Source: an optimization exercise on an open RTL-to-GDS flow (aim: small area, a short achievable clock period and few clock cycles per item). Production flows keep margins and buffers that such runs may drop. Power figures rest on the tool's default switching activity, not on a simulated workload.

// ex_stage_md
module ex_stage_md #(
   parameter int WIDTH   = 32,
   parameter int SHAMT_W = 5,
   parameter int REG_W   = 5,
   parameter int CTRL_W  = 10
) (
   input  logic              clk,
   input  logic              rst_n,
   input  logic              in_valid,
   input  logic [WIDTH-1:0]  a_operand,
   input  logic [WIDTH-1:0]  b_operand,
   input  logic [WIDTH-1:0]  imm_ext,
   input  logic [WIDTH-1:0]  pc_plus4,
   input  logic [WIDTH-1:0]  fwd_mem,
   input  logic [WIDTH-1:0]  fwd_wb,
   input  logic [1:0]        fwd_a_sel,
   input  logic [1:0]        fwd_b_sel,
   input  logic              alu_src,
   input  logic              reg_dest,
   input  logic [REG_W-1:0]  dest_rd,
   input  logic [REG_W-1:0]  dest_rt,
   input  logic [4:0]        alu_sel,
   input  logic [CTRL_W-1:0] ctrl_in,
   input  logic              stall_in,
   output logic [WIDTH-1:0]  alu_out,
   output logic [WIDTH-1:0]  data_to_write,
   output logic [REG_W-1:0]  reg_to_write,
   output logic [WIDTH-1:0]  pc_plus4_o,
   output logic [CTRL_W-1:0] ctrl_out,
   output logic              out_valid,
   output logic              md_busy,
   output logic              md_stall,
   output logic [REG_W-1:0]  dest_hz
);
Size: roughly 3900 cells after synthesis, roughly 220 flip-flops, ~350 I/O pins, about 0.031 mm^2 of cells after synthesis.
export LEC_CHECK = 0
export ABC_CLOCK_PERIOD_IN_PS = 4500
export CAP_MARGIN = 20
export CORE_MARGIN = 2
export CORE_UTILIZATION = 40
export SETUP_SLACK_MARGIN = 2.5
export SLEW_MARGIN = 20
create_clock -name core_clock -period 7.0 [get_ports {clk}]
standard.sh (not shown) runs the stock make flow with config.mk's settings and CLKGATE_MAP_FILE= SYNTH_SCRIPT=/design/flow/synth_recipe.tcl, a recipe that flattens the netlist after the stock synthesis.
==> flow/flow/run.sh <==
#!/bin/bash
# The standard layout (standard.sh: the standard flow's synthesis and ORFS flow, unchanged), except that
# the port buffers placed on every input and output are the smallest buffer, buf_1, instead
# of the delay buffer ORFS picks; timing repair still resizes any that need more drive.
set -euo pipefail
export BUFFER_PORTS_ARGS="-buffer_cell sky130_fd_sc_hd__buf_1"
bash standard.sh > standard.log 2>&1
The baseline went through all stages and came out clean.
Edit:
--- a/flow/design.v
+++ b/flow/design.v
@@ -77,36 +77,38 @@
          for (int i = 0; i < WIDTH; i++)
             sh_tmp[i] = (i + (1 << k) < WIDTH) ? sh_in[(i + (1 << k)) % WIDTH] : sh_fill;
          if (shamt[k]) sh_in = sh_tmp;
       end
       for (int i = 0; i < WIDTH; i++) sh_rev[i] = sh_in[WIDTH-1-i];
       sh_res = sh_left ? sh_rev : sh_in;
    end
    logic             mf_rd, md_code, mf_neg, mf_corr, b_imm, b_src, do_sub, add_cin, lt_s, lt_u;
    logic [WIDTH-1:0] hi_q, lo_q, mf_val, add_a, add_b, alu_res;
    logic [WIDTH:0]   addsub;
+   logic [WIDTH+1:0] add_t;
    logic             is_div_q, neg_lo_q, neg_hi_q, corr_q;
    logic [WIDTH-1:0] md_q;
    always_comb begin
       mf_rd   = (alu_sel == OP_MFHI) || (alu_sel == OP_MFLO);
       md_code = (alu_sel[4:2] == 3'b100);
       mf_neg  = mf_rd & (alu_sel[0] ? neg_lo_q : neg_hi_q);
       mf_corr = mf_rd & ~alu_sel[0] & corr_q;
       mf_val  = (alu_sel[0] ? lo_q : hi_q) ^ {WIDTH{mf_neg}};
       add_a   = mf_rd ? mf_val : src_a;
       b_imm   = ~mf_rd & ~md_code & alu_src;
       b_src   = ~mf_rd & ~md_code & ~alu_src;
       do_sub  = ~mf_rd & ~md_code & (alu_sel != OP_ADD);
       add_b   = ({WIDTH{b_src}} & src_b) | ({WIDTH{b_imm}} & imm_ext)
               | ({WIDTH{mf_corr}} & md_q) | {WIDTH{md_code}};
       add_cin = do_sub | mf_neg;
-      addsub  = {1'b0, add_a} + {1'b0, add_b ^ {WIDTH{do_sub}}} + {{WIDTH{1'b0}}, add_cin};
+      add_t   = {1'b0, add_a, 1'b1} + {1'b0, add_b ^ {WIDTH{do_sub}}, add_cin};
+      addsub  = add_t[WIDTH+1:1];
       lt_u    = ~addsub[WIDTH];
       lt_s    = (src_a[WIDTH-1] ^ op_b[WIDTH-1]) ? src_a[WIDTH-1] : addsub[WIDTH-1];
    end
    always_comb begin
       case (alu_sel)
          5'd0, 5'd1, 5'd2, 5'd3, 5'd4, 5'd5, OP_LUI:
                   alu_res = sh_res;
          OP_ADD, OP_SUB, OP_MFHI, OP_MFLO:
                   alu_res = addsub[WIDTH-1:0];
          OP_AND:  alu_res = src_a & op_b;
Register-to-register slack is better by 0.07 ns. Clock power is lower by a few percent. Routed wire length is lower by a few percent. Worst hold slack is worse by 0.013 ns. Count of clock-buffer cells in the layout is lower by 3. Worst setup slack is better by 0.28 ns. Critical path depth is higher by 3. Sequential power is higher by a few percent. Synthesized area is lower slightly. Sequential cell count does not change. Final area is higher by a few percent. Non-clock buffer count is higher by 38. Die area is lower slightly.
No run of this note included a check of the RTL's function; only the layout flow was run.

==> afterwards: timing with drivers on the ports <==
In the flow no input, the clock included, has a driving cell. The finished layouts below were timed again as built, in two steps. Step 1 sets driving cells, clkbuf_16 on the clock port and buf_2 on the other inputs (assumed; they add their load-dependent delay and slew). Step 2 moves the port delays by t, midway between the first and last clock arrival at a register: inputs arrive t later, outputs are due t later. That takes back most of the time a late clock gives input paths. Slacks: ideal / step 1 / step 2; pairs: ideal / step 1.
run | t, ns | setup WS [ns] | cell pins on the clock port's net
the first run | 0.674 | 1.907 / 1.915 / 1.241 | 1
the second run | 0.663 | 2.192 / 2.127 / 1.464 | 1
After both steps every run listed still meets setup and hold. For the second run, which loses most, drivers alone change the setup slack by -0.065 ns; drivers and shift together by -0.728 ns.
